Context: an optimization exercise on an open-source flow, tuned for a short achievable clock period and few clock cycles. The choices shown serve that exercise and are no tape-out recipe. In this exercise RTL edits were held to simulation tests only and were not proved equivalent to the original. Power is estimated from default activity; no workload was simulated.

$ cat design/flow/config.mk
export PLATFORM = sky130hd
export DESIGN_NAME = pipeline
export DESIGN_NICKNAME = pipeline
export VERILOG_FILES = /design/flow/design.v
export SDC_FILE = /design/flow/constraint.sdc
export NUM_CORES = 4
export LEC_CHECK = 0
export CAP_MARGIN = 20
export CORE_MARGIN = 2
export CORE_UTILIZATION = 42
export CTS_CLUSTER_DIAMETER = 100
export CTS_CLUSTER_SIZE = 25
export PLACE_DENSITY = 0.52
export SETUP_SLACK_MARGIN = 3.2
export SLEW_MARGIN = 20
export SYNTH_HIERARCHICAL = 1
export TNS_END_PERCENT = 100
$ cat design/flow/constraint.sdc
create_clock -name core_clock -period 5.5 [get_ports {clock}]
set_input_delay 1.1000 -clock core_clock [delete_from_list [all_inputs] [get_ports {clock}]]
set_output_delay 1.1000 -clock core_clock [all_outputs]
set_load 0.01 [all_outputs]
$ cat design/flow/design.v
module pl_carry #(
    parameter int W = 16
) (
    input  logic [W-1:0] a,
    input  logic [W-1:0] b,
    input  logic         cin,
    output logic [W-1:0] p,
    output logic [W:0]   c
);
    localparam int L = (W > 16) ? 5 : ((W > 8) ? 4 : ((W > 4) ? 3 : 2));   
    logic [W-1:0] gl [L+1];
    logic [W-1:0] pl [L+1];
    always_comb begin
        p = a ^ b;
        gl[0] = a & b;
        gl[0][0] = (a[0] & b[0]) | (p[0] & cin);
        pl[0] = p;
        for (int l = 0; l < L; l++) begin
            for (int i = 0; i < W; i++) begin
                if (i >= (1 << l)) begin
                    gl[l+1][i] = gl[l][i] | (pl[l][i] & gl[l][i - (1 << l)]);
                    pl[l+1][i] = pl[l][i] & pl[l][i - (1 << l)];
                end else begin
                    gl[l+1][i] = gl[l][i];
                    pl[l+1][i] = pl[l][i];
                end
            end
        end
        c = {gl[L], cin};
    end
endmodule
module pl_add #(
    parameter int W = 16
) (
    input  logic [W-1:0] a,
    input  logic [W-1:0] b,
    input  logic         cin,
    output logic [W-1:0] s,
    output logic         cout
);
    logic [W-1:0] p;
    logic [W:0]   c;
    pl_carry #(.W(W)) carry (.a(a), .b(b), .cin(cin), .p(p), .c(c));
    assign s    = p ^ c[W-1:0];
    assign cout = c[W];
endmodule
module pl_incdec #(
    parameter int W = 16
) (
    input  logic [W-1:0] a,
    output logic [W-1:0] s,
    output logic [W-1:0] d
);
    logic [W-1:0] ones;    
    logic [W-1:0] zeros;   
    always_comb begin
        for (int i = 0; i < W; i++) begin
            ones[i]  = &(a  | ~((W'(1) << i) - W'(1)));
            zeros[i] = &(~a | ~((W'(1) << i) - W'(1)));
        end
        s = a ^ ones;
        d = a ^ zeros;
    end
endmodule
module pl_busaddr (
    input  logic        reset,
    input  logic        mem,         
    input  logic [31:0] fetch_pc,
    input  logic [31:0] a,
    input  logic [11:0] imm,
    output logic [31:0] addr,
    output logic [15:0] lo,
    output logic        c16,
    output logic [15:0] hi1,         
    output logic [15:0] hi0          
);
    logic [15:0] hi_inc, hi_dec, bus_hi1, bus_hi0, bus_lo;
    logic        neg;
    assign neg = imm[11];
    pl_add    #(.W(16)) lo_add (.a(a[15:0]),  .b({{4{imm[11]}}, imm}), .cin(1'b0), .s(lo), .cout(c16));
    pl_incdec #(.W(16)) hi     (.a(a[31:16]), .s(hi_inc), .d(hi_dec));
    always_comb begin
        hi1     = neg ? a[31:16] : hi_inc;
        hi0     = neg ? hi_dec : a[31:16];
        bus_hi1 = reset ? 16'd0 : (mem ? hi1 : fetch_pc[31:16]);
        bus_hi0 = reset ? 16'd0 : (mem ? hi0 : fetch_pc[31:16]);
        bus_lo  = reset ? 16'd0 : (mem ? lo  : fetch_pc[15:0]);
        addr    = {(c16 ? bus_hi1 : bus_hi0), bus_lo};
    end
endmodule
module pipeline (
    input  logic                        clock,
    input  logic                        reset,
    input  logic [32-1:0]            mem_rdata,     
    output logic [1:0]                  mem_command,   
    output logic [32-1:0]            mem_addr,
    output logic [32-1:0]            mem_wdata,
    output logic                        commit_valid,
    output logic                        commit_wr_en,
    output logic [5-1:0]       commit_wr_idx,
    output logic [32-1:0]            commit_wr_data,
    output logic [32-1:0]            commit_npc,
    output logic [31:0]                 commit_inst
);
    localparam int QD = 12;      
    localparam int QC_W = 15;   
    logic [QC_W-1:0] pd_ctl;
    logic [6:0]      opcode;
    logic [2:0]      funct3;
    logic [6:0]      funct7;
    logic            r_add, r_sub, r_and, r_or, r_xor, is_rop, is_addi, is_lw, is_sw, writes;
    always_comb begin
        opcode  = mem_rdata[6:0];
        funct3  = mem_rdata[14:12];
        funct7  = mem_rdata[31:25];
        r_add   = (funct7 == 7'b0000000) && (funct3 == 3'b000);
        r_sub   = (funct7 == 7'b0100000)  && (funct3 == 3'b000);
        r_and   = (funct7 == 7'b0000000) && (funct3 == 3'b111);
        r_or    = (funct7 == 7'b0000000) && (funct3 == 3'b110);
        r_xor   = (funct7 == 7'b0000000) && (funct3 == 3'b100);
        is_rop  = (opcode == 7'b0110011) && (r_add || r_sub || r_and || r_or || r_xor);
        is_addi = (opcode == 7'b0010011) && (funct3 == 3'b000);
        is_lw   = (opcode == 7'b0000011) && (funct3 == 3'b010);
        is_sw   = (opcode == 7'b0100011) && (funct3 == 3'b010);
        writes  = is_rop || is_addi || is_lw;
        pd_ctl  = {is_rop || is_addi || is_lw || is_sw,                  
                   is_rop || is_sw,                                      
                   writes ? mem_rdata[11:7] : 5'd0,                      
                   writes && (mem_rdata[11:7] != 5'd0),                  
                   is_lw, is_sw,
                   is_rop && r_sub,                                      
                   !is_rop,                                              
                   is_rop && (r_add || r_sub),                           
                   is_rop && r_and, is_rop && r_or};
    end
    logic [1:0]        bus_cmd_q;
    logic [31:0]       bus_addr_q;
    logic [31:0]       bus_wdata_q;
    logic              bus_fetch_q;      
    logic [31:0]       pc_f;             
    logic [31:0]       q_inst [QD];
    logic [QC_W-1:0]   q_ctl  [QD];
    logic [QD-1:0]     q_wr;             
    logic [QD-1:0]     q_rd;
    logic [3:0]        q_cnt;
    logic              d_valid;
    logic [31:0]       d_inst;
    logic [31:0]       d_rs1_oh;         
    logic [31:0]       d_rs2_oh;
    logic [4:0]        d_rs1_q, d_rs2_q;
    logic              d_use1, d_use2, d_we, d_lw, d_sw, d_sub, d_kagu, d_kadd, d_and, d_or;
    logic [4:0]        d_rd;
    logic              d_dep1, d_dep2;   
    logic              d_m1, d_m2;       
    logic              d_w1, d_w2;       
    logic [31:0]       rf [1:31];
    logic              ex_valid;
    logic [31:0]       ex_inst;
    logic [31:0]       ex_a;             
    logic [31:0]       ex_aa;            
    logic [11:0]       ex_imm;           
    logic [31:0]       ex_s;             
    logic [31:0]       ex_bx;            
    logic              ex_sub;
    logic              ex_kagu, ex_kadd, ex_and, ex_or;
    logic [4:0]        ex_rd;
    logic              ex_we;
    logic              ex_load;
    logic              ex_store;
    logic              mm_valid;
    logic [31:0]       mm_inst;
    logic [15:0]       mm_agu_lo;        
    logic              mm_agu_c;         
    logic [15:0]       mm_agu_hi1;       
    logic [15:0]       mm_agu_hi0;       
    logic [15:0]       mm_lo;            
    logic              mm_c16;           
    logic [15:0]       mm_hi0, mm_hi1;   
    logic [31:0]       mm_logic;
    logic              mm_kagu, mm_kadd;
    logic [4:0]        mm_rd;
    logic              mm_we;
    logic              mm_load;
    logic [31:1]       wb_wen;           
    logic [31:0]       wb_val;           
    logic              cm_valid;
    logic              cm_we;
    logic [4:0]        cm_rd;
    logic [31:0]       cm_data;
    logic [31:0]       cm_npc;
    logic [31:0]       cm_inst;
    logic [31:0]       nx_npc;           
    logic stall, consume, pop;
    assign stall   = d_dep1 || d_dep2;
    assign consume = d_valid && !stall;
    assign pop     = (!d_valid || !stall) && (q_cnt != 4'd0);
    logic [31:0]     qh_inst;
    logic [QC_W-1:0] qh_ctl;
    logic [4:0]      qh_rs1, qh_rs2;
    logic            qh_use1, qh_use2;
    always_comb begin
        qh_inst = '0;
        qh_ctl  = '0;
        for (int i = 0; i < QD; i++) begin
            qh_inst = qh_inst | ({32{q_rd[i]}} & q_inst[i]);
            qh_ctl  = qh_ctl  | ({QC_W{q_rd[i]}} & q_ctl[i]);
        end
        qh_rs1  = qh_inst[19:15];
        qh_rs2  = qh_inst[24:20];
        qh_use1 = qh_ctl[QC_W-1];
        qh_use2 = qh_ctl[QC_W-2];
    end
    logic [4:0] n_rs1, n_rs2;
    assign n_rs1 = pop ? qh_rs1 : d_rs1_q;
    assign n_rs2 = pop ? qh_rs2 : d_rs2_q;
    always_ff @(posedge clock) begin
        for (int i = 0; i < QD; i++) begin
            if (bus_fetch_q && q_wr[i]) begin
                q_inst[i] <= mem_rdata;
                q_ctl[i]  <= pd_ctl;
            end
        end
    end
    always_ff @(posedge clock) begin
        if (reset) begin
            q_wr    <= QD'(1);
            q_rd    <= QD'(1);
            q_cnt   <= 4'd0;
            d_valid <= 1'b0;
            d_dep1  <= 1'b0;
            d_dep2  <= 1'b0;
        end else begin
            if (bus_fetch_q) q_wr <= {q_wr[QD-2:0], q_wr[QD-1]};
            if (pop)         q_rd <= {q_rd[QD-2:0], q_rd[QD-1]};
            q_cnt <= q_cnt + {3'd0, bus_fetch_q} - {3'd0, pop};
            if (!d_valid || !stall) d_valid <= pop;
            if (pop) begin
                d_dep1 <= d_valid && d_we && qh_use1 && (qh_rs1 == d_rd);
                d_dep2 <= d_valid && d_we && qh_use2 && (qh_rs2 == d_rd);
            end else begin
                d_dep1 <= 1'b0;
                d_dep2 <= 1'b0;
            end
        end
        if (pop) begin
            d_m1 <= ex_we && (qh_rs1 == ex_rd);
            d_m2 <= ex_we && (qh_rs2 == ex_rd);
            d_w1 <= mm_we && (qh_rs1 == mm_rd);
            d_w2 <= mm_we && (qh_rs2 == mm_rd);
        end else begin
            d_m1 <= d_dep1;
            d_m2 <= d_dep2;
            d_w1 <= d_m1;
            d_w2 <= d_m2;
        end
        d_rs1_q  <= n_rs1;
        d_rs2_q  <= n_rs2;
        d_rs1_oh <= 32'd1 << n_rs1;
        d_rs2_oh <= 32'd1 << n_rs2;
        if (pop) begin
            d_inst <= qh_inst;
            {d_use1, d_use2, d_rd, d_we, d_lw, d_sw, d_sub, d_kagu, d_kadd, d_and, d_or} <= qh_ctl;
        end
    end
    logic [31:0] m_val;
    assign m_val = mm_load ? mem_rdata
                 : (mm_kagu ? {(mm_agu_c ? mm_agu_hi1 : mm_agu_hi0), mm_agu_lo}
                 : (mm_kadd ? {(mm_c16 ? mm_hi1 : mm_hi0), mm_lo} : mm_logic));
    logic [31:0] rf1, rf2, f1, f2, imm;
    always_comb begin
        rf1 = '0;
        rf2 = '0;
        for (int i = 1; i < 32; i++) begin
            rf1 = rf1 | ({32{d_rs1_oh[i]}} & rf[i]);
            rf2 = rf2 | ({32{d_rs2_oh[i]}} & rf[i]);
        end
        f1  = d_m1 ? m_val : (d_w1 ? wb_val : rf1);
        f2  = d_m2 ? m_val : (d_w2 ? wb_val : rf2);
        imm = d_sw ? {{20{d_inst[31]}}, d_inst[31:25], d_inst[11:7]}
                   : {{20{d_inst[31]}}, d_inst[31:20]};
    end
    always_ff @(posedge clock) begin
        if (reset || !consume) begin
            ex_valid <= 1'b0;
            ex_rd    <= 5'd0;
            ex_we    <= 1'b0;
            ex_load  <= 1'b0;
            ex_store <= 1'b0;
        end else begin
            ex_valid <= 1'b1;
            ex_rd    <= d_rd;
            ex_we    <= d_we;
            ex_load  <= d_lw;
            ex_store <= d_sw;
        end
    end
    always_ff @(posedge clock) begin
        ex_inst  <= d_inst;
        if (!d_kagu) ex_a <= f1;    
        ex_aa    <= f1;
        ex_imm   <= imm[11:0];
        ex_s     <= f2;
        ex_bx    <= f2 ^ {32{d_sub}};
        ex_sub   <= d_sub;
        ex_kagu  <= d_kagu;
        ex_kadd  <= d_kadd;
        ex_and   <= d_and;
        ex_or    <= d_or;
    end
    logic        ex_mem;
    logic [31:0] bus_addr_d;
    logic [15:0] agu_lo, agu_hi1, agu_hi0;
    logic        agu_c16;
    assign ex_mem = ex_load || ex_store;
    pl_busaddr agu_add (
        .reset, .mem(ex_mem), .fetch_pc(pc_f), .a(ex_aa), .imm(ex_imm),
        .addr(bus_addr_d), .lo(agu_lo), .c16(agu_c16), .hi1(agu_hi1), .hi0(agu_hi0)
    );
    logic [31:0] b_eff;
    logic [15:0] add_lo, add_hi0, add_hi1;
    logic        add_c16, add_c0_unused, add_c1_unused;
    assign b_eff = ex_bx;
    pl_add #(.W(16)) add_lo_add  (.a(ex_a[15:0]),  .b(b_eff[15:0]),  .cin(ex_sub), .s(add_lo),  .cout(add_c16));
    pl_add #(.W(16)) add_hi0_add (.a(ex_a[31:16]), .b(b_eff[31:16]), .cin(1'b0),   .s(add_hi0), .cout(add_c0_unused));
    pl_add #(.W(16)) add_hi1_add (.a(ex_a[31:16]), .b(b_eff[31:16]), .cin(1'b1),   .s(add_hi1), .cout(add_c1_unused));
    always_ff @(posedge clock) begin
        if (reset) begin
            mm_valid <= 1'b0;
            mm_rd    <= 5'd0;
            mm_we    <= 1'b0;
            mm_load  <= 1'b0;
        end else begin
            mm_valid <= ex_valid;
            mm_rd    <= ex_rd;
            mm_we    <= ex_we;
            mm_load  <= ex_load;
        end
        mm_inst  <= ex_inst;
        mm_agu_lo  <= agu_lo;
        mm_agu_c   <= agu_c16;
        mm_agu_hi1 <= agu_hi1;
        mm_agu_hi0 <= agu_hi0;
        mm_lo    <= add_lo;
        mm_c16   <= add_c16;
        mm_hi0   <= add_hi0;
        mm_hi1   <= add_hi1;
        mm_logic <= ex_and ? (ex_a & ex_s) : (ex_or ? (ex_a | ex_s) : (ex_a ^ ex_s));
        mm_kagu  <= ex_kagu;
        mm_kadd  <= ex_kadd;
    end
    logic issue_fetch;
    assign issue_fetch = !ex_mem && ((q_cnt + {3'd0, bus_fetch_q}) < 4'(QD));
    always_ff @(posedge clock) begin
        if (reset) begin
            bus_cmd_q   <= 2'd1;
            bus_fetch_q <= 1'b1;
            pc_f        <= 32'h0000_0000 + 32'd4;
        end else begin
            bus_cmd_q   <= ex_store ? 2'd2 : ((ex_load || issue_fetch) ? 2'd1 : 2'd0);
            bus_fetch_q <= issue_fetch;
            if (issue_fetch) pc_f <= pc_f + 32'd4;
        end
        bus_wdata_q <= ex_s;
        bus_addr_q  <= bus_addr_d;    
    end
    assign mem_command = bus_cmd_q;
    assign mem_addr    = bus_addr_q;
    assign mem_wdata   = bus_wdata_q;
    always_ff @(posedge clock) begin
        if (reset) begin
            wb_wen   <= '0;
            cm_valid <= 1'b0;
            nx_npc   <= 32'h0000_0000 + 32'd4;
        end else begin
            for (int i = 1; i < 32; i++) wb_wen[i] <= mm_we && (mm_rd == 5'(i));
            cm_valid <= mm_valid;
            if (mm_valid) nx_npc <= nx_npc + 32'd4;
        end
        if (mm_we) wb_val <= m_val;
        cm_we   <= mm_we;
        cm_rd   <= mm_rd;
        cm_data <= m_val;
        cm_npc  <= nx_npc;
        cm_inst <= mm_inst;
    end
    always_ff @(posedge clock) begin
        for (int i = 1; i < 32; i++) begin
            if (reset)          rf[i] <= 32'd0;
            else if (wb_wen[i]) rf[i] <= wb_val;
        end
    end
    assign commit_valid   = cm_valid;
    assign commit_wr_en   = cm_we;
    assign commit_wr_idx  = cm_rd;
    assign commit_wr_data = cm_data;
    assign commit_npc     = cm_npc;
    assign commit_inst    = cm_inst;
endmodule
$ cat design/flow/run.sh
#!/bin/bash
# synth_recipe.tcl (not shown) runs the flow's synth.tcl, then flattens the netlist and writes it again
# the make line also repeats each setting of config.mk as NAME=value (left out here)
make -C /OpenROAD-flow-scripts/flow DESIGN_CONFIG=/design/flow/config.mk WORK_HOME=/design/flow/orfs CLKGATE_MAP_FILE= SYNTH_SCRIPT=/design/flow/synth_recipe.tcl finish
==> results by group, run 1 <==
CTS
  • Clock root buffer: clkbuf_16
  • Clock transition at the registers of the reported paths: 0.10 ns
  • Clock latency on the worst-skew pair: 0.86 ns
  • Clock Sinks: 2350
  • CTS Buf Count: 110
  • Maximum number of buffers from clock root to sink: 3
  • Cts-stage hold buffer count: 0
  • TritonCTS clock tree: yes
  • Total number of H-tree levels: 3

GRT
  • Initial antenna violation count: 24
  • Global-route wire length before repair: 579100 um
  • Total global-route track usage: 0.3561
  • Pin count of the biggest net entering global routing: 216
  • Global route total overflow: 0
  • Vias in the first global route: 71280

Synthesis
  • Gate Count Post-Synth: 8587
  • Post-synthesis area per instance: 11.11 um2
  • Total number of yosys warnings: 15
  • Post-synthesis cell area: 0.09539 mm2

Drt
  • Final wirelength: 428800 um
  • Detailed Route Iter0 Violations: 13000
  • Number of detailed-route iterations in the first pass: 7
  • Count of unresolved DRC violations after routing: 0
  • Detail-routed via count per cell: 6.532
  • Total via count in the routed design: 77000
  • Detailed-route wire length per cell: 36.38 um
  • Antenna-violating nets left: 0

Timing
  • Remaining max-slew budget at the tightest pin: 0.09506
  • Period minus WS final: 2.476 ns
  • Highest attainable clock frequency: 403.9 MHz
  • Number of setup violations in the final report: 0
  • Final Skew: 0.03742 ns
  • RSZ-0062 raised after global routing: yes
  • Sum of negative setup slack: 0 ns
  • Number of failing hold endpoints at the final stage: 0
  • Slew at the pin closest to its max-slew limit: 1.357 ns
  • Final number of max-transition violations: 0
  • Setup slack after layout: 3.024 ns
  • Final cycle utilization of the critical path: 0.4501

Cells and area
  • Leading cell types in the layout, fill and taps excluded: dfxtp_1 (1415), nor2_1 (1243), mux2i_1 (1087), edfxtp_1 (673), a22o_1 (417)
  • Fill cell count: 20380
  • Number of nets in the finished design: 8877
  • Leading cell type in the layout, fill and taps excluded: dfxtp_1
  • Share of layout cells above drive strength 1: 0.1693
  • Synthesis-to-finish area growth: 14.90%

Placed design
  • HPWL after detailed placement: 246000 um
  • Placement-stage worst setup slack: 1.470 ns
  • Count of buffers from port buffering: 200
  • Final weighted congestion in routability-driven placement: 0.9333

Pwr
  • Seq pwr share: 0.482
  • Power after layout: 45.20 mW
  • Int Pwr: 28.42 mW
  • Fraction of power consumed by the clock network: 0.221
  • Share of total power consumed by net switching: 0.3712
  • Leakage power total: 38.68 nW
  • Power density over the cells: 412.4 mW/mm2
  • Net switching power of the design: 16.78 mW
  • Share of total power in combinational logic: 0.296
  • Peak supply drop: 0.3647 mV

Setup path
  • Category of the worst setup path launch point: register
  • CP Max Fanout: 1
  • Largest delay contributor family on the critical path: flip-flops
  • Critical path class: register to primary output
  • Peak per-stage delay on the critical path: 0.42 ns
  • Slowest-stage cell, CP: dfxtp_4
  • CP arrival: 1.38 ns
  • Required arrival time at the worst endpoint: 4.40 ns
  • Buf/Inv on CP: 1
  • Cell-by-cell listing of the critical path: buf_6
  • Critical path capture point type: primary output

Floorplan
  • Die height: 480.6 um
  • DIE AREA: 0.2309 mm2
  • Number of rows created at floorplan: 174
  • Chip Width: 480.6 um
  • # IOs: 203
  • Initial core utilization: 0.4233
  • Core Box Area: 0.2253 mm2

Min path
  • Hold Path Class: register to register

Run
  • Max_cap viols: 0

Run status
  • Status: finished clean
## layout make-up
cell class / instances / area [um2] / area share
antenna: 13 / 32.53 / 0.0002968
clock buffer: 158 / 2950 / 0.02692
clock inverter: 33 / 484.2 / 0.004418
inverter: 169 / 650.6 / 0.005936
multi-input combinational: 5339 / 40120 / 0.3660
sequential: 2350 / 54430 / 0.4966
tap: 2992 / 3744 / 0.03416
timing repair buffer: 734 / 7189 / 0.06560
## sequential cells by signal, summed over array words and instances, names as in the netlist, 32 cells and up
name / flops
bus_wdata_q: 32
ex_a: 32
bus_addr_q: 32
cm_data: 32
rf: 992
d_inst: 32
q_ctl: 180
mm_logic: 32
ex_bx: 32
wb_val: 32
cm_inst: 32
q_inst: 384
ex_s: 32
mm_inst: 32
ex_aa: 32
## layer usage
metal | up-vias | part of all wire | GRT usage
met3 | 1509 | 0.12 | 0.1167
met4 | 27 | 0.069 | 0.1857
met1 | 38220 | 0.40 | 0.4811
li1 | 31680 | - | -
met5 | - | 0.00087 | 0.001864
met2 | 5558 | 0.41 | 0.5040
## path summary, 6_finish.rpt
path | slack, ns | cells past startpoint | start | end
hold reg to reg | 0.33 | 0 | mm_inst[23]$_DFF_P_ | cm_inst[23]$_DFF_P_
setup / recovery | 3.02 | 1 | cm_data[8]$_DFF_P_ | commit_wr_data[8]
hold / removal | 0.33 | 0 | mm_inst[23]$_DFF_P_ | cm_inst[23]$_DFF_P_
setup reg to reg | 3.11 | 8 | d_rs2_oh[5]$_SDFF_PP0_ | ex_bx[2]$_DFF_P_
## repair_timing
| action | in CTS | in global routing |
|---|---|---|
| buffers inserted | 192 | 70 |
| cloned | 7 | 4 |
| pin swaps | 60 | 95 |
| resized for setup | 1326 | 303 |
| endpoints found under the setup margin | 708 | 479 |
## power by group through the flow
stage / logic [mW] / registers (mW) / clock network, mW
floorplan: 6.17 / 21.0 / 0
global placement: 10.2 / 22.6 / 0
detailed placement: 10.3 / 22.6 / 0
CTS: 12.1 / 21.7 / 10.1
global route: 13.7 / 21.9 / 10.7
finish: 13.4 / 21.8 / 10.0
## per-stage QoR
step / hold WS, ns / utilization / instance area [um2] / instances
global placement: 0.3095 / 0.4470 / 100700 / 11310
global route: 0.3361 / 0.4863 / 109600 / 11780
floorplan: 0.3096 / - / 95700 / 8594
CTS: 0.3297 / 0.4776 / 107600 / 11700
finish: 0.3307 / 0.4864 / 109600 / 11790
detailed placement: 0.3120 / 0.4470 / 100700 / 11310
Testbench counts, summed over its fixed seeds: cycles 33,482.
==> run 2, diff against run 1 <==
--- a/design/flow/config.mk
+++ b/design/flow/config.mk
@@ -7,10 +7,10 @@
 export LEC_CHECK = 0
 export CAP_MARGIN = 20
 export CORE_MARGIN = 2
-export CORE_UTILIZATION = 42
+export CORE_UTILIZATION = 48
 export CTS_CLUSTER_DIAMETER = 100
 export CTS_CLUSTER_SIZE = 25
-export PLACE_DENSITY = 0.52
+export PLACE_DENSITY = 0.58
 export SETUP_SLACK_MARGIN = 3.2
 export SLEW_MARGIN = 20
 export SYNTH_HIERARCHICAL = 1
==> run 2 against run 1 <==
Compared with the run above: still clean on timing, DRC and antenna; via count is 0.64% higher; non-clock buffer count decreased by 36; core utilization up 6.4 points.
==> results by group, run 2 <==
Run status
  • Status: finished clean (unchanged)

Setup path
  • Buf/Inv on CP: 1 (unchanged)
  • Worst reg-to-reg setup slack: 3.10 ns (was 3.11 ns)
  • Largest delay contributor family on the critical path: flip-flops (unchanged)
  • Cell-by-cell listing of the critical path: buf_6 (unchanged)
  • Worst reg2reg endpoint: bus_addr_q[22]$_DFF_P_ (was ex_bx[2]$_DFF_P_)
  • Category of the worst setup path launch point: register (unchanged)
  • CP Max Fanout: 1 (unchanged)
  • Termination of the worst setup path: commit_wr_data[8] (unchanged)
  • Total stage count of the critical path: 1 (unchanged)
  • Worst Setup SP: cm_data[8]$_DFF_P_ (unchanged)
  • Required arrival time at the worst endpoint: 4.40 ns (about the same)
  • Launch instance of the worst register-to-register path: ex_inst[31]$_DFF_P_ (was d_rs2_oh[5]$_SDFF_PP0_)
  • CP arrival: 1.38 ns (about the same)
  • Peak per-stage delay on the critical path: 0.41 ns (was 0.42 ns)
  • Slowest-stage cell, CP: dfxtp_4 (unchanged)
  • Critical path class: register to primary output (unchanged)
  • Critical path capture point type: primary output (unchanged)
  • Worst R2R Path Depth: 8 (unchanged)

GRT
  • Global-route wire length before repair: 561900 um (was 579100 um)
  • Pin count of the biggest net entering global routing: 232 (was 216)
  • Global route total overflow: 0 (unchanged)
  • Vias in the first global route: 71030 (was 71280)
  • Initial antenna violation count: 29 (was 24)
  • Total global-route track usage: 0.3910 (was 0.3561)

Timing
  • Final cycle utilization of the critical path: 0.4509 (was 0.4501)
  • Sum of negative setup slack: 0 ns (unchanged)
  • Final number of max-transition violations: 0 (unchanged)
  • Highest attainable clock frequency: 403.3 MHz (was 403.9 MHz)
  • RSZ-0062 raised after global routing: yes (unchanged)
  • Number of failing hold endpoints at the final stage: 0 (unchanged)
  • Setup slack after layout: 3.020 ns (was 3.024 ns)
  • Final Skew: 0.1014 ns (was 0.03742 ns)
  • Remaining max-slew budget at the tightest pin: 0.1337 (was 0.09506)
  • Slew at the pin closest to its max-slew limit: 1.299 ns (was 1.357 ns)
  • Period minus WS final: 2.480 ns (was 2.476 ns)
  • Number of setup violations in the final report: 0 (unchanged)

Floorplan
  • Number of rows created at floorplan: 163 (was 174)
  • Core Box Area: 0.1974 mm2 (was 0.2253 mm2)
  • Initial core utilization: 0.4832 (was 0.4233)
  • # IOs: 203 (unchanged)
  • Die height: 449.8 um (was 480.6 um)
  • DIE AREA: 0.2023 mm2 (was 0.2309 mm2)
  • Chip Width: 449.8 um (was 480.6 um)

Cells and area
  • Post-Layout Inst Area: 0.1088 mm2 (was 0.1096 mm2)
  • Registers with the most flip-flops: rf (992), q_inst (384), q_ctl (180) (unchanged)
  • Synthesis-to-finish area growth: 14.02% (was 14.90%)
  • Utilization after layout: 0.5509 (was 0.4864)
  • Leading cell types in the layout, fill and taps excluded: dfxtp_1 (1408), nor2_1 (1244), mux2i_1 (1087), edfxtp_1 (673), a22o_1 (417) (was dfxtp_1 (1415), nor2_1 (1243), mux2i_1 (1087), edfxtp_1 (673), a22o_1 (417))
  • Leading cell type in the layout, fill and taps excluded: dfxtp_1 (unchanged)
  • Flip-flop count of the largest register after layout: 992 (unchanged)
  • Register with the most flip-flops: rf (unchanged)
  • Number of nets in the finished design: 8842 (was 8877)
  • Share of layout cells above drive strength 1: 0.1598 (was 0.1693)

Synthesis
  • Total number of yosys warnings: 15 (unchanged)
  • Post-synthesis cell area: 0.09539 mm2 (unchanged)
  • Gate Count Post-Synth: 8587 (unchanged)
  • Post-synthesis area per instance: 11.11 um2 (unchanged)

Placed design
  • Placement-stage worst setup slack: 1.549 ns (was 1.470 ns)
  • Final weighted congestion in routability-driven placement: 0.9489 (was 0.9333)
  • HPWL after detailed placement: 230200 um (was 246000 um)
  • Cell area reported after detailed placement: 0.1001 mm2 (was 0.1007 mm2)
  • Count of buffers from port buffering: 200 (unchanged)

CTS
  • Maximum number of buffers from clock root to sink: 3 (unchanged)
  • TritonCTS clock tree: yes (unchanged)
  • Clock Sinks: 2350 (unchanged)
  • CTS Buf Count: 106 (was 110)
  • Clock root buffer: clkbuf_16 (unchanged)
  • Clock transition at the registers of the reported paths: 0.11 ns (was 0.10 ns)
  • Total number of H-tree levels: 3 (unchanged)
  • Clock latency on the worst-skew pair: 0.89 ns (was 0.86 ns)

Pwr
  • Peak supply drop: 0.4504 mV (was 0.3647 mV)
  • Leakage power total: 38.30 nW (was 38.68 nW)
  • Power density over the cells: 412.6 mW/mm2 (was 412.4 mW/mm2)

Drt
  • Total via count in the routed design: 77490 (was 77000)
  • Detail-routed via count per cell: 6.799 (was 6.532)
  • Final wirelength: 412600 um (was 428800 um)
  • Detailed-route wire length per cell: 36.21 um (was 36.38 um)
  • Count of unresolved DRC violations after routing: 0 (unchanged)
  • Detailed Route Iter0 Violations: 13870 (was 13000)
  • Number of detailed-route iterations in the first pass: 10 (was 7)
  • Antenna-violating nets left: 0 (unchanged)

Min path
  • Number of instances on the worst hold path: 0 (unchanged)
  • Hold Path Class: register to register (unchanged)

Run
  • Max_cap viols: 0 (unchanged)
-- run 2: routing by layer --
metal | vias up | global-route usage | routed length (um)
met3 | 1733 | 0.1439 | 57770
met4 | 32 | 0.2202 | 30790
met2 | 6208 | 0.5446 | 165900
met5 | - | 0.005919 | 554
met1 | 37960 | 0.5203 | 157600
li1 | 31550 | - | -
-- run 2: metrics by stage --
stage	total power, mW	hold WS, ns	std cells
after floorplan	27.18	0.3096	8594
after global placement	32.65	0.3103	10940
after detailed placement	32.73	0.3121	10940
after CTS	43.56	0.3173	11310
after global routing	45.79	0.3351	11380
final	44.87	0.3195	11400
-- run 2: power breakdown --
group / total [mW] / switching, mW / internal, mW
clock network: 9.55 / 5.81 / 3.74
logic: 13.7 / 9.17 / 4.50
registers: 21.7 / 1.63 / 20.0
-- run 2: worst min-delay path by stage --
stage                        startpoint                  end  slack, ns
finish              mm_inst[29]$_DFF_P_  cm_inst[29]$_DFF_P_       0.32
global route            ex_kadd$_DFF_P_      mm_kadd$_DFF_P_       0.34
CTS                 mm_inst[29]$_DFF_P_  cm_inst[29]$_DFF_P_       0.32
detailed placement   ex_inst[1]$_DFF_P_   mm_inst[1]$_DFF_P_       0.31
global placement     mm_inst[2]$_DFF_P_   cm_inst[2]$_DFF_P_       0.31
floorplan            mm_inst[0]$_DFF_P_   cm_inst[0]$_DFF_P_       0.31
-- run 2: area by class of cell --
| cell class | instances | area, um2 |
|---|---|---|
| multi-input cells | 5343 | 39720 |
| diodes | 21 | 52.55 |
| repair buffers | 698 | 7488 |
| inverters | 169 | 655.6 |
| fillers | 17030 | 88660 |
| well taps | 2640 | 3303 |
| repair inverters | 1 | 8.758 |
| clock buffers | 157 | 2854 |
| clock inverters | 18 | 277.8 |
| flip-flops and latches | 2350 | 54400 |
-- run 2: what timing repair did --
item	CTS	global route
pin swaps	59	74
gates resized for setup	1319	248
hold buffers	0	0
endpoints found under the hold margin	0	0
setup buffers	180	60
setup endpoints to repair	1011	514
gates cloned	9	6
==> run 3, diff against run 2 <==
--- a/design/flow/config.mk
+++ b/design/flow/config.mk
@@ -7,11 +7,11 @@
 export LEC_CHECK = 0
 export CAP_MARGIN = 20
 export CORE_MARGIN = 2
-export CORE_UTILIZATION = 48
+export CORE_UTILIZATION = 42
 export CTS_CLUSTER_DIAMETER = 100
 export CTS_CLUSTER_SIZE = 25
-export PLACE_DENSITY = 0.58
-export SETUP_SLACK_MARGIN = 3.2
+export PLACE_DENSITY = 0.52
+export SETUP_SLACK_MARGIN = 3.0
 export SLEW_MARGIN = 20
 export SYNTH_HIERARCHICAL = 1
 export TNS_END_PERCENT = 100
==> run 3 against run 2 <==
Compared with the run above: total power shrank 2.0%; critical endpoint is now ex_bx[24]$_DFF_P_; clock power grew 8%; routed wire length grew 0.69%; combinational power shrank 15%; sequential power is essentially flat; design area shrank 2.4%; hold slack lost 0.0020 ns; sequential share of layout area grew 1.2 points; sequential cell count is the same; largest cell class unchanged; fmax shrank 3.3%.
==> results by group, run 3 <==
Timing
  • Sum of negative setup slack: 0 ns (unchanged)
  • Final Skew: 0.07060 ns (was 0.1014 ns)
  • Remaining max-slew budget at the tightest pin: 0.1602 (was 0.1337)
  • Final cycle utilization of the critical path: 0.4663 (was 0.4509)
  • Slew at the pin closest to its max-slew limit: 1.260 ns (was 1.299 ns)
  • Period minus WS final: 2.565 ns (was 2.480 ns)
  • Setup slack after layout: 2.935 ns (was 3.020 ns)
  • Number of failing hold endpoints at the final stage: 0 (unchanged)
  • Final number of max-transition violations: 0 (unchanged)
  • RSZ-0062 raised after global routing: yes (unchanged)
  • Worst hold slack across all endpoints: 0.3175 ns (was 0.3195 ns)
  • Number of setup violations in the final report: 0 (unchanged)
  • Highest attainable clock frequency: 389.9 MHz (was 403.3 MHz)

CTS
  • Clock latency on the worst-skew pair: 0.85 ns (was 0.89 ns)
  • Clock root buffer: clkbuf_16 (unchanged)
  • Total number of H-tree levels: 3 (unchanged)
  • Clock transition at the registers of the reported paths: 0.11 ns (about the same)
  • Clock Sinks: 2350 (unchanged)
  • CTS Buf Count: 111 (was 106)
  • TritonCTS clock tree: yes (unchanged)
  • Maximum number of buffers from clock root to sink: 3 (unchanged)

Placed design
  • Placement-stage worst setup slack: 1.166 ns (was 1.549 ns)
  • HPWL after detailed placement: 245500 um (was 230200 um)
  • Count of buffers from port buffering: 200 (unchanged)
  • Final weighted congestion in routability-driven placement: 0.9276 (was 0.9489)

Pwr
  • Peak supply drop: 0.4479 mV (was 0.4504 mV)
  • Power density over the cells: 414.2 mW/mm2 (was 412.6 mW/mm2)
  • Share of total power in combinational logic: 0.267 (was 0.305)
  • Leakage power total: 37.31 nW (was 38.30 nW)
  • Fraction of power consumed by the clock network: 0.235 (was 0.213)
  • Int Pwr: 27.80 mW (was 28.26 mW)
  • Net switching power of the design: 16.17 mW (was 16.62 mW)
  • Seq pwr share: 0.498 (was 0.483)
  • Share of total power consumed by net switching: 0.3677 (was 0.3704)

Cells and area
  • Registers with the most flip-flops: rf (992), q_inst (384), q_ctl (180) (unchanged)
  • Synthesis-to-finish area growth: 11.29% (was 14.02%)
  • Number of nets in the finished design: 8720 (was 8842)
  • Share of layout cells above drive strength 1: 0.1291 (was 0.1598)
  • Fill cell count: 20750 (was 17030)
  • Register with the most flip-flops: rf (unchanged)
  • Flip-flop count of the largest register after layout: 992 (unchanged)
  • Leading cell types in the layout, fill and taps excluded: dfxtp_1 (1476), nor2_1 (1245), mux2i_1 (1088), edfxtp_1 (673), a221oi_1 (437) (was dfxtp_1 (1408), nor2_1 (1244), mux2i_1 (1087), edfxtp_1 (673), a22o_1 (417))
  • Leading cell type in the layout, fill and taps excluded: dfxtp_1 (unchanged)

Floorplan
  • Number of rows created at floorplan: 174 (was 163)
  • # IOs: 203 (unchanged)
  • Core Box Area: 0.2253 mm2 (was 0.1974 mm2)
  • Die height: 480.6 um (was 449.8 um)
  • Initial core utilization: 0.4233 (was 0.4832)
  • DIE AREA: 0.2309 mm2 (was 0.2023 mm2)
  • Chip Width: 480.6 um (was 449.8 um)

Setup path
  • CP arrival: 3.33 ns (was 1.38 ns)
  • Critical path capture point type: register (was primary output)
  • Category of the worst setup path launch point: register (unchanged)
  • Required arrival time at the worst endpoint: 6.26 ns (was 4.40 ns)
  • Critical path class: register to register (was register to primary output)
  • CP Max Fanout: 14 (was 1)

Synthesis
  • Post-synthesis cell area: 0.09539 mm2 (unchanged)
  • Total number of yosys warnings: 15 (unchanged)
  • Gate Count Post-Synth: 8587 (unchanged)
  • Post-synthesis area per instance: 11.11 um2 (unchanged)

Drt
  • Final wirelength: 415500 um (was 412600 um)
  • Antenna-violating nets left: 0 (unchanged)
  • Detailed Route Iter0 Violations: 12540 (was 13870)
  • Detail-routed via count per cell: 6.485 (was 6.799)
  • Detailed-route wire length per cell: 35.73 um (was 36.21 um)
  • Total via count in the routed design: 75420 (was 77490)
  • Count of unresolved DRC violations after routing: 0 (unchanged)
  • Number of detailed-route iterations in the first pass: 11 (was 10)

Run
  • Max_cap viols: 0 (unchanged)

GRT
  • Pin count of the biggest net entering global routing: 151 (was 232)
  • Total global-route track usage: 0.3469 (was 0.3910)
  • Global route total overflow: 0 (unchanged)
  • Vias in the first global route: 70550 (was 71030)
  • Global-route wire length before repair: 565900 um (was 561900 um)
  • Initial antenna violation count: 17 (was 29)

Min path
  • Hold Path Class: register to register (unchanged)

Run status
  • Status: finished clean (unchanged)
==> run 3: repair_timing <==
item                        CTS  global route
buffers inserted             41            67
hold buffers                  0             0
resized for setup          1032            88
pin swaps                     8            17
setup endpoints to repair   629           275
cloned                        1             3
==> run 3: power groups by stage <==
stage	sequential (mW)	combinational [mW]	clock, mW
after global placement	22.6	10.3	0
final	21.9	11.7	10.3
after CTS	22.1	10.8	10.5
after detailed placement	22.6	10.4	0
after global routing	22.0	12.1	11.0
after floorplan	21.0	6.13	0
==> run 3: metal layers <==
metal / up-vias / GRT usage / wire length, um
met3: 1211 / 0.09616 / 47210
met5: - / 0.001036 / 113
li1: 31340 / - / -
met1: 37800 / 0.4763 / 170200
met2: 5061 / 0.4975 / 172700
met4: 12 / 0.1766 / 25270
==> run 3: final timing paths <==
kind                            cells past startpoint  slack [ns]                   to                     from
worst max-delay path                                7        2.94    ex_bx[24]$_DFF_P_  d_rs2_oh[16]$_SDFF_PP0_
worst min-delay path                                0        0.32  cm_inst[26]$_DFF_P_      mm_inst[26]$_DFF_P_
worst max register to register                      7        2.94    ex_bx[24]$_DFF_P_  d_rs2_oh[16]$_SDFF_PP0_
worst min register to register                      0        0.32  cm_inst[26]$_DFF_P_      mm_inst[26]$_DFF_P_
==> run 3: stage by stage <==
| step | cell area (um2) | total power, mW | std cells | utilization |
|---|---|---|---|---|
| after floorplan | 95510 | 27.15 | 8594 | - |
| after global placement | 100600 | 32.90 | 11310 | 0.4467 |
| after detailed placement | 100700 | 32.97 | 11310 | 0.4468 |
| after CTS | 105200 | 43.31 | 11550 | 0.4668 |
| after global routing | 106100 | 45.08 | 11620 | 0.4710 |
| final | 106200 | 43.97 | 11630 | 0.4711 |
==> run 3: worst max-delay path, cell delays in order (launching register included) <==
cell      delay [ns]
dfxtp_2         0.66
buf_4           0.56
a22oi_1         0.18
nand4_1         0.11
nor3_1          0.07
a221oi_2        0.59
a21o_1          0.19
xor2_1          0.14
==> run 3: final cells by class <==
cell class                 count  area, um2  area share
clock inverter                34      563.0    0.005304
clock buffer                 159       3062     0.02884
tap                         2992       3744     0.03526
antenna                       11      27.53   0.0002593
inverter                     169      640.6    0.006035
timing repair buffer         578       4876     0.04593
multi-input combinational   5337      38890      0.3663
sequential                  2350      54360      0.5121
==> run 4, diff against run 3 <==
--- a/design/flow/design.v
+++ b/design/flow/design.v
@@ -296,8 +296,8 @@
     end
     always_ff @(posedge clock) begin
         ex_inst  <= d_inst;
-        if (!d_kagu) ex_a <= f1;    
-        ex_aa    <= f1;
+        ex_a     <= f1;
+        if (d_kagu) ex_aa <= f1;    
         ex_imm   <= imm[11:0];
         ex_s     <= f2;
         ex_bx    <= f2 ^ {32{d_sub}};
--- a/design/flow/config.mk
+++ b/design/flow/config.mk
@@ -11,7 +11,7 @@
 export CTS_CLUSTER_DIAMETER = 100
 export CTS_CLUSTER_SIZE = 25
 export PLACE_DENSITY = 0.52
-export SETUP_SLACK_MARGIN = 3.0
+export SETUP_SLACK_MARGIN = 3.2
 export SLEW_MARGIN = 20
 export SYNTH_HIERARCHICAL = 1
 export TNS_END_PERCENT = 100
==> run 4 against run 3 <==
Compared with the run above: sequential power about the same; die area up 0.13%; combinational power is 14% higher.
==> results by group, run 4 <==
CTS
  • Clock transition at the registers of the reported paths: 0.10 ns (was 0.11 ns)
  • Total number of H-tree levels: 3 (unchanged)
  • Clock root buffer: clkbuf_16 (unchanged)
  • Maximum number of buffers from clock root to sink: 3 (unchanged)
  • TritonCTS clock tree: yes (unchanged)
  • Cts-stage hold buffer count: 0 (unchanged)
  • Clock Sinks: 2350 (unchanged)
  • Clock latency on the worst-skew pair: 0.88 ns (was 0.85 ns)
  • CTS Buf Count: 111 (unchanged)

Cells and area
  • Leading cell type in the layout, fill and taps excluded: dfxtp_1 (unchanged)
  • Synthesis-to-finish area growth: 14.84% (was 11.29%)
  • Register with the most flip-flops: rf (unchanged)
  • Flip-flop count of the largest register after layout: 992 (unchanged)
  • Post-Layout Inst Area: 0.1097 mm2 (was 0.1062 mm2)
  • Number of nets in the finished design: 8860 (was 8720)
  • Share of layout cells above drive strength 1: 0.1639 (was 0.1291)
  • Registers with the most flip-flops: rf (992), q_inst (384), q_ctl (180) (unchanged)
  • Leading cell types in the layout, fill and taps excluded: dfxtp_1 (1415), nor2_1 (1240), mux2i_1 (1087), edfxtp_1 (673), a22o_1 (417) (was dfxtp_1 (1476), nor2_1 (1245), mux2i_1 (1088), edfxtp_1 (673), a221oi_1 (437))
  • Number of cells in the finished layout apart from fillers: 11790 (was 11630)

Pwr
  • Power after layout: 45.16 mW (was 43.97 mW)
  • Leakage power total: 38.72 nW (was 37.31 nW)
  • Power density over the cells: 411.7 mW/mm2 (was 414.2 mW/mm2)
  • Share of total power in combinational logic: 0.294 (was 0.267)
  • Peak supply drop: 0.4090 mV (was 0.4479 mV)
  • Seq pwr share: 0.480 (was 0.498)
  • Int Pwr: 28.44 mW (was 27.80 mW)
  • Fraction of power consumed by the clock network: 0.226 (was 0.235)
  • Net switching power of the design: 16.72 mW (was 16.17 mW)
  • Share of total power consumed by net switching: 0.3703 (was 0.3677)

Drt
  • Detailed Route Iter0 Violations: 13220 (was 12540)
  • Antenna-violating nets left: 0 (unchanged)
  • Detail-routed via count per cell: 6.466 (was 6.485)
  • Count of unresolved DRC violations after routing: 0 (unchanged)
  • Total via count in the routed design: 76240 (was 75420)
  • Detailed-route wire length per cell: 35.89 um (was 35.73 um)
  • Number of detailed-route iterations in the first pass: 7 (was 11)
  • Final wirelength: 423200 um (was 415500 um)

Synthesis
  • Post-synthesis area per instance: 11.13 um2 (was 11.11 um2)
  • Post-synthesis cell area: 0.09552 mm2 (was 0.09539 mm2)
  • Gate Count Post-Synth: 8583 (was 8587)
  • Total number of yosys warnings: 15 (unchanged)

Min path
  • Hold Path Class: register to register (unchanged)
  • Worst Hold Launch: mm_inst[14]$_DFF_P_ (was mm_inst[26]$_DFF_P_)
  • WHS Endpoint: cm_inst[14]$_DFF_P_ (was cm_inst[26]$_DFF_P_)
  • Number of instances on the worst hold path: 0 (unchanged)

Floorplan
  • # IOs: 203 (unchanged)
  • Die height: 480.9 um (was 480.6 um)
  • Number of rows created at floorplan: 175 (was 174)
  • Chip Width: 480.9 um (was 480.6 um)
  • Core Box Area: 0.2268 mm2 (was 0.2253 mm2)
  • Initial core utilization: 0.4211 (was 0.4233)
  • DIE AREA: 0.2313 mm2 (was 0.2309 mm2)

Timing
  • Number of failing hold endpoints at the final stage: 0 (unchanged)
  • Setup slack after layout: 2.989 ns (was 2.935 ns)
  • Sum of negative setup slack: 0 ns (unchanged)
  • Number of setup violations in the final report: 0 (unchanged)
  • Final cycle utilization of the critical path: 0.4566 (was 0.4663)
  • Final Skew: 0.08823 ns (was 0.07060 ns)
  • RSZ-0062 raised after global routing: yes (unchanged)
  • Highest attainable clock frequency: 398.2 MHz (was 389.9 MHz)
  • Remaining max-slew budget at the tightest pin: 0.1285 (was 0.1602)
  • Period minus WS final: 2.511 ns (was 2.565 ns)
  • Final number of max-transition violations: 0 (unchanged)
  • Slew at the pin closest to its max-slew limit: 1.307 ns (was 1.260 ns)

Run
  • Max_cap viols: 0 (unchanged)

Setup path
  • Worst reg-to-reg setup slack: 2.99 ns (was 2.94 ns)
  • Category of the worst setup path launch point: register (unchanged)
  • Total stage count of the critical path: 9 (was 7)
  • Slowest-stage cell, CP: edfxtp_1 (was dfxtp_2)
  • Largest delay contributor family on the critical path: flip-flops (was compound AO/OA/AOI/OAI gates)
  • Peak per-stage delay on the critical path: 0.58 ns (was 0.66 ns)
  • Cell occurring most often along the worst timing path: nor2_1
  • CP arrival: 3.24 ns (was 3.33 ns)
  • CP Max Fanout: 5 (was 14)
  • Worst R2R Path Depth: 9 (was 7)
  • Cell-by-cell listing of the critical path: ha_4, nor2_1, or3_4, a21oi_2, o22a_2, a31o_1, xor2_2, mux2i_1, nor2_1 (was buf_4, a22oi_1, nand4_1, nor3_1, a221oi_2, a21o_1, xor2_1)
  • Critical path class: register to register (unchanged)
  • Critical path capture point type: register (unchanged)
  • Worst reg2reg endpoint: bus_addr_q[15]$_DFF_P_ (was ex_bx[24]$_DFF_P_)
  • Worst Setup SP: ex_aa[6]$_DFFE_PP_ (was d_rs2_oh[16]$_SDFF_PP0_)
  • Buf/Inv on CP: 0 (was 1)
  • Launch instance of the worst register-to-register path: ex_aa[6]$_DFFE_PP_ (was d_rs2_oh[16]$_SDFF_PP0_)
  • Required arrival time at the worst endpoint: 6.23 ns (was 6.26 ns)

Placed design
  • Count of buffers from port buffering: 200 (unchanged)
  • Final weighted congestion in routability-driven placement: 0.9216 (was 0.9276)
  • HPWL after detailed placement: 243100 um (was 245500 um)
  • Number of cells after detailed placement: 11310 (about the same)
  • Placement-stage worst setup slack: 1.488 ns (was 1.166 ns)
  • Cell area reported after detailed placement: 0.1008 mm2 (was 0.1007 mm2)

GRT
  • Pin count of the biggest net entering global routing: 221 (was 151)
  • Initial antenna violation count: 37 (was 17)
  • Vias in the first global route: 71200 (was 70550)
  • Total global-route track usage: 0.3520 (was 0.3469)
  • Global-route wire length before repair: 574600 um (was 565900 um)
  • Global route total overflow: 0 (unchanged)

Run status
  • Status: finished clean (unchanged)
## run 4: cell types whose count changed in the layout (fill, tap and decap cells not counted), sizes merged, moves of 5 or more
cell,previous run,this run
clkbuf,162,171
nor2,1254,1246
dlygate4sd2,7,2
bufinv,7,2
nand4,126,116
and3,28,23
xor2,158,152
nor3,67,73
buf,546,686
clkinv,12,17
## run 4: worst reg2reg max path, delay by kind of cell, from the launching register on
| family | cells | cell delay (ns) |
|---|---|---|
| compound gates | 3 | 0.55 |
| xor+xnor | 1 | 0.20 |
| fa+ha+maj | 1 | 0.40 |
| flops | 1 | 0.58 |
| mux | 1 | 0.10 |
| simple gates | 3 | 0.57 |
## run 4: power groups by stage
stage	logic, mW	registers (mW)	clock network [mW]
after global routing	13.5	21.8	10.9
after CTS	11.9	21.7	10.3
after global placement	9.77	22.6	0
after floorplan	5.64	21.0	0
final	13.3	21.7	10.2
after detailed placement	9.83	22.6	0
## run 4: metrics by stage
step	utilization	hold slack (ns)
after global routing	0.4834	0.2767
after CTS	0.4756	0.2610
after global placement	0.4443	0.3096
final	0.4835	0.2687
after detailed placement	0.4445	0.3120
after floorplan	-	0.3096
## run 4: worst max path at each step
| stage | end | slack, ns |
|---|---|---|
| 2_1_floorplan | q_ctl[0][0]$_DFFE_PP_ | 2.73 |
| 3_3_place_gp | q_ctl[3][0]$_DFFE_PP_ | 1.50 |
| 3_5_place_dp | q_ctl[3][0]$_DFFE_PP_ | 1.49 |
| 4_1_cts | commit_wr_data[8] | 2.94 |
| 5_1_grt | bus_addr_q[15]$_DFF_P_ | 2.93 |
| 6_report | bus_addr_q[15]$_DFF_P_ | 2.99 |
## run 4: cell type report
cell class	instances	area, um2
clock inverter	33	470.5
fill	20700	117200
clock buffer	165	3073
sequential	2350	54440
inverter	170	651.9
multi-input combinational	5337	39910
antenna	10	25.02
tap	3009	3765
timing repair buffer	717	7351
## run 4: what timing repair did
| action | in CTS | in global routing |
|---|---|---|
| resized for setup | 1331 | 210 |
| endpoints found under the hold margin | 0 | 0 |
| endpoints found under the setup margin | 831 | 452 |
| gates cloned | 8 | 8 |
| setup buffers | 177 | 72 |
| pin swaps | 68 | 69 |
## run 4: routing by layer
metal	up-vias	wire length [um]	part of all wire	global-route usage
li1	31610	-	-	-
met1	38150	170000	0.40	0.4838
met2	5192	173600	0.41	0.5012
met3	1250	53240	0.13	0.1068
met4	34	25990	0.061	0.1703
met5	-	349	0.00082	0.001657
Testbench counts of run 4, summed over its fixed seeds: cycles 33,482.
==> run 5, diff against run 4 <==
--- a/design/flow/design.v
+++ b/design/flow/design.v
@@ -1,3 +1,27 @@
+module pl_rfread #(
+    parameter int W = 8
+) (
+    input  logic              clock,
+    input  logic [4:0]        n_rs1,     
+    input  logic [4:0]        n_rs2,
+    input  logic [31*W-1:0]   regs,      
+    output logic [W-1:0]      rs1_val,
+    output logic [W-1:0]      rs2_val
+);
+    logic [31:0] sel1, sel2;
+    always_ff @(posedge clock) begin
+        sel1 <= 32'd1 << n_rs1;
+        sel2 <= 32'd1 << n_rs2;
+    end
+    always_comb begin
+        rs1_val = '0;
+        rs2_val = '0;
+        for (int i = 1; i < 32; i++) begin
+            rs1_val = rs1_val | ({W{sel1[i]}} & regs[(i-1)*W +: W]);
+            rs2_val = rs2_val | ({W{sel2[i]}} & regs[(i-1)*W +: W]);
+        end
+    end
+endmodule
 module pl_carry #(
     parameter int W = 16
 ) (
@@ -145,8 +169,6 @@
     logic [3:0]        q_cnt;
     logic              d_valid;
     logic [31:0]       d_inst;
-    logic [31:0]       d_rs1_oh;         
-    logic [31:0]       d_rs2_oh;
     logic [4:0]        d_rs1_q, d_rs2_q;
     logic              d_use1, d_use2, d_we, d_lw, d_sw, d_sub, d_kagu, d_kadd, d_and, d_or;
     logic [4:0]        d_rd;
@@ -255,8 +277,6 @@
         end
         d_rs1_q  <= n_rs1;
         d_rs2_q  <= n_rs2;
-        d_rs1_oh <= 32'd1 << n_rs1;
-        d_rs2_oh <= 32'd1 << n_rs2;
         if (pop) begin
             d_inst <= qh_inst;
             {d_use1, d_use2, d_rd, d_we, d_lw, d_sw, d_sub, d_kagu, d_kadd, d_and, d_or} <= qh_ctl;
@@ -267,13 +287,17 @@
                  : (mm_kagu ? {(mm_agu_c ? mm_agu_hi1 : mm_agu_hi0), mm_agu_lo}
                  : (mm_kadd ? {(mm_c16 ? mm_hi1 : mm_hi0), mm_lo} : mm_logic));
     logic [31:0] rf1, rf2, f1, f2, imm;
-    always_comb begin
-        rf1 = '0;
-        rf2 = '0;
-        for (int i = 1; i < 32; i++) begin
-            rf1 = rf1 | ({32{d_rs1_oh[i]}} & rf[i]);
-            rf2 = rf2 | ({32{d_rs2_oh[i]}} & rf[i]);
+    for (genvar k = 0; k < 4; k++) begin : rd
+        logic [31*8-1:0] regs;
+        always_comb begin
+            for (int i = 1; i < 32; i++) regs[(i-1)*8 +: 8] = rf[i][k*8 +: 8];
         end
+        pl_rfread #(.W(8)) slice (
+            .clock, .n_rs1, .n_rs2, .regs,
+            .rs1_val(rf1[k*8 +: 8]), .rs2_val(rf2[k*8 +: 8])
+        );
+    end
+    always_comb begin
         f1  = d_m1 ? m_val : (d_w1 ? wb_val : rf1);
         f2  = d_m2 ? m_val : (d_w2 ? wb_val : rf2);
         imm = d_sw ? {{20{d_inst[31]}}, d_inst[31:25], d_inst[11:7]}
@@ -296,8 +320,8 @@
     end
     always_ff @(posedge clock) begin
         ex_inst  <= d_inst;
-        ex_a     <= f1;
-        if (d_kagu) ex_aa <= f1;    
+        if (!d_kagu) ex_a <= f1;    
+        ex_aa    <= f1;
         ex_imm   <= imm[11:0];
         ex_s     <= f2;
         ex_bx    <= f2 ^ {32{d_sub}};
==> run 5 against run 4 <==
Compared with the run above: still clean; sequential share of layout area fell by 0.11 points; combinational power rose by 44%; hold slack improved by 0.056 ns; clock skew fell by 0.031 ns.
==> results by group, run 5 <==
Min path
  • Hold Path Class: register to register (unchanged)
  • Number of instances on the worst hold path: 0 (unchanged)
  • Worst Hold Launch: ex_kadd$_DFF_P_ (was mm_inst[14]$_DFF_P_)
  • WHS Endpoint: mm_kadd$_DFF_P_ (was cm_inst[14]$_DFF_P_)

Setup path
  • CP arrival: 3.40 ns (was 3.24 ns)
  • Peak per-stage delay on the critical path: 0.58 ns (about the same)
  • Critical path class: register to register (unchanged)
  • Cell-by-cell listing of the critical path: a222oi_1, nand3_2, or4_4, mux2_4, mux2_4, xor2_1 (was ha_4, nor2_1, or3_4, a21oi_2, o22a_2, a31o_1, xor2_2, mux2i_1, nor2_1)
  • Slowest-stage cell, CP: or4_4 (was edfxtp_1)
  • Cell occurring most often along the worst timing path: mux2_4 (was nor2_1)
  • CP Max Fanout: 4 (was 5)
  • Critical path capture point type: register (unchanged)
  • Worst reg2reg endpoint: ex_bx[16]$_DFF_P_ (was bus_addr_q[15]$_DFF_P_)
  • Worst R2R Path Depth: 6 (was 9)
  • Launch instance of the worst register-to-register path: rd[2].slice.sel2[18]$_SDFF_PN0_ (was ex_aa[6]$_DFFE_PP_)
  • Category of the worst setup path launch point: register (unchanged)
  • Required arrival time at the worst endpoint: 6.21 ns (was 6.23 ns)
  • Worst reg-to-reg setup slack: 2.81 ns (was 2.99 ns)

Floorplan
  • Die height: 493.8 um (was 480.9 um)
  • Initial core utilization: 0.4228 (was 0.4211)
  • Chip Width: 493.8 um (was 480.9 um)
  • Number of rows created at floorplan: 179 (was 175)
  • Core Box Area: 0.2383 mm2 (was 0.2268 mm2)
  • # IOs: 203 (unchanged)
  • DIE AREA: 0.2438 mm2 (was 0.2313 mm2)

CTS
  • Clock root buffer: clkbuf_16 (unchanged)
  • Clock Sinks: 2536 (was 2350)
  • TritonCTS clock tree: yes (unchanged)
  • CTS Buf Count: 119 (was 111)
  • Total number of H-tree levels: 3 (unchanged)
  • Maximum number of buffers from clock root to sink: 3 (unchanged)
  • Clock latency on the worst-skew pair: 0.86 ns (was 0.88 ns)
  • Clock transition at the registers of the reported paths: 0.11 ns (was 0.10 ns)

Drt
  • Detailed-route wire length per cell: 30.28 um (was 35.89 um)
  • Detail-routed via count per cell: 6.070 (was 6.466)
  • Number of detailed-route iterations in the first pass: 10 (was 7)
  • Total via count in the routed design: 74990 (was 76240)
  • Count of unresolved DRC violations after routing: 0 (unchanged)
  • Detailed Route Iter0 Violations: 8096 (was 13220)
  • Final wirelength: 374100 um (was 423200 um)
  • Antenna-violating nets left: 0 (unchanged)

Cells and area
  • Fill cell count: 21190 (was 20700)
  • Leading cell types in the layout, fill and taps excluded: dfxtp_1 (1540), nor2_1 (1229), mux2i_1 (1080), a22oi_1 (791), edfxtp_1 (673) (was dfxtp_1 (1415), nor2_1 (1240), mux2i_1 (1087), edfxtp_1 (673), a22o_1 (417))
  • Register with the most flip-flops: rf (unchanged)
  • Post-Layout Inst Area: 0.1175 mm2 (was 0.1097 mm2)
  • Registers with the most flip-flops: rf (992), q_inst (384), q_ctl (180) (unchanged)
  • Number of nets in the finished design: 9275 (was 8860)
  • Leading cell type in the layout, fill and taps excluded: dfxtp_1 (unchanged)
  • Share of layout cells above drive strength 1: 0.2186 (was 0.1639)
  • Number of cells in the finished layout apart from fillers: 12360 (was 11790)
  • Flip-flop count of the largest register after layout: 992 (unchanged)
  • Synthesis-to-finish area growth: 16.62% (was 14.84%)

Timing
  • Number of setup violations in the final report: 0 (unchanged)
  • Final Skew: 0.05773 ns (was 0.08823 ns)
  • Setup slack after layout: 2.812 ns (was 2.989 ns)
  • Sum of negative setup slack: 0 ns (unchanged)
  • Final cycle utilization of the critical path: 0.4888 (was 0.4566)
  • RSZ-0062 raised after global routing: yes (unchanged)
  • Period minus WS final: 2.688 ns (was 2.511 ns)
  • Worst hold slack across all endpoints: 0.3243 ns (was 0.2687 ns)
  • Highest attainable clock frequency: 372.0 MHz (was 398.2 MHz)
  • Remaining max-slew budget at the tightest pin: 0.1887 (was 0.1285)
  • Slew at the pin closest to its max-slew limit: 1.215 ns (was 1.307 ns)
  • Final number of max-transition violations: 0 (unchanged)
  • Number of failing hold endpoints at the final stage: 0 (unchanged)

GRT
  • Global route total overflow: 0 (unchanged)
  • Initial antenna violation count: 18 (was 37)
  • Pin count of the biggest net entering global routing: 175 (was 221)
  • Global-route wire length before repair: 519900 um (was 574600 um)
  • Total global-route track usage: 0.2915 (was 0.3520)
  • Vias in the first global route: 71130 (was 71200)

Run
  • Max_cap viols: 0 (unchanged)

Pwr
  • Power density over the cells: 467.8 mW/mm2 (was 411.7 mW/mm2)
  • Leakage power total: 40.83 nW (was 38.72 nW)
  • Peak supply drop: 0.4252 mV (was 0.4090 mV)

Placed design
  • Final weighted congestion in routability-driven placement: 0.9072 (was 0.9216)
  • Count of buffers from port buffering: 200 (unchanged)
  • HPWL after detailed placement: 225800 um (was 243100 um)
  • Number of cells after detailed placement: 11790 (was 11310)
  • Placement-stage worst setup slack: 1.031 ns (was 1.488 ns)
  • Cell area reported after detailed placement: 0.1047 mm2 (was 0.1008 mm2)

Run status
  • Status: finished clean (unchanged)

Synthesis
  • Total number of yosys warnings: 16 (was 15)
  • Post-synthesis area per instance: 11.07 um2 (was 11.13 um2)
  • Gate Count Post-Synth: 9102 (was 8583)
  • Post-synthesis cell area: 0.1008 mm2 (was 0.09552 mm2)
==> run 5: cell types whose count changed in the layout (fill, tap and decap cells not counted), moves of 96 or more <==
| cell | before | now |
|---|---|---|
| a22o_1 | 417 | 164 |
| a22oi_1 | 408 | 791 |
| nand2_1 | 309 | 182 |
| dfxtp_1 | 1415 | 1540 |
| a221oi_1 | 395 | 118 |
| a21oi_1 | 192 | 96 |
==> run 5: timing repair <==
item / 4_1_cts / 5_1_grt
hold buffers: 0 / 0
setup buffers: 194 / 120
pin swaps: 275 / 321
hold endpoints to repair: 0 / 0
setup endpoints to repair: 1129 / 746
gates cloned: 22 / 18
gates resized for setup: 1830 / 540
==> run 5: worst max-delay path, delay by kind of cell (launching register included) <==
family,cells,cell delay (ns)
and+or+nand+nor,2,0.85
DFF,1,0.39
muxes,2,0.64
AOI/OAI and AO/OA,1,0.53
xor gates and xnor gates,1,0.14
==> run 5: routing by layer <==
layer | part of all wire | global-route usage | vias to the layer above
li1 | - | - | 33090
met1 | 0.43 | 0.4035 | 38110
met2 | 0.44 | 0.4520 | 3099
met3 | 0.071 | 0.04051 | 680
met4 | 0.054 | 0.1341 | 8
met5 | 0.00014 | 0 | -
==> run 5: through the flow <==
| stage | power (mW) | util |
|---|---|---|
| 2_1_floorplan | 30.35 | - |
| 3_3_place_gp | 35.70 | 0.4394 |
| 3_5_place_dp | 35.84 | 0.4395 |
| 4_1_cts | 50.70 | 0.4770 |
| 5_1_grt | 56.58 | 0.4931 |
| 6_report | 54.97 | 0.4931 |
==> run 5: power by group <==
group	leakage (nW)	internal, mW	switching [mW]
logic	17.6	7.87	11.3
registers	21.5	21.8	3.27
clock network	1.77	4.36	6.38
==> run 5: worst max-delay path by stage <==
stage / start / endpoint / slack [ns] / cells past startpoint
after floorplan: mem_rdata[29] / q_ctl[0][0]$_DFFE_PP_ / 2.51 / 5
after global placement: mem_rdata[0] / q_ctl[2][1]$_DFFE_PP_ / 1.09 / 7
after detailed placement: mem_rdata[0] / q_ctl[5][1]$_DFFE_PP_ / 1.03 / 7
after CTS: rd[2].slice.sel2[14]$_SDFF_PP0_ / ex_bx[16]$_DFF_P_ / 2.81 / 6
after global routing: rd[2].slice.sel2[14]$_SDFF_PP0_ / ex_bx[20]$_DFF_P_ / 2.80 / 8
final: rd[2].slice.sel2[18]$_SDFF_PN0_ / ex_bx[16]$_DFF_P_ / 2.81 / 6
==> run 5: final cells by class <==
cell class | count | area, um2 | share of cell area
inverter | 157 | 605.6 | 0.005154
tap | 3167 | 3963 | 0.03372
sequential | 2536 | 58190 | 0.4952
clock inverter | 37 | 469.2 | 0.003993
antenna | 3 | 7.507 | 0.00006389
clock buffer | 167 | 3219 | 0.02740
multi-input combinational | 5617 | 43740 | 0.3722
timing repair buffer | 671 | 7306 | 0.06218
Testbench counts of run 5, summed over its fixed seeds: cycles 33,482.

-- re-timing with driven ports --
The results above use ideal ports. As a check the final layouts listed here were re-extracted and re-timed, cells and wires unchanged.
Step 1: set_driving_cell puts a clkbuf_16 on clock and a buf_2 on each other input, an assumption about the parent block.
Step 2 also shifts input and output timing later by t, the mid clock arrival at the registers, as if the neighbouring blocks saw the same clock.
a / b / c = no drivers / after step 1 / after step 2; a / b = the first two.
| run | t, ns | setup slack, ns | clock arrival spread, ns |
|---|---|---|---|
| run 1 | 0.935 | 3.024 / 2.923 / 2.305 | 0.047 / 0.047 |
| run 2 | 0.924 | 3.020 / 2.933 / 2.246 | 0.102 / 0.102 |
| run 3 | 0.921 | 2.935 / 2.917 / 2.170 | 0.086 / 0.086 |
| run 4 | 0.926 | 2.989 / 2.913 / 2.243 | 0.090 / 0.091 |
| run 5 | 0.925 | 2.812 / 2.812 / 2.161 | 0.063 / 0.063 |
After both steps setup and hold are still met in every run listed. For run 2, which loses most, drivers alone change the setup slack by -0.087 ns; drivers and shift together by -0.774 ns.
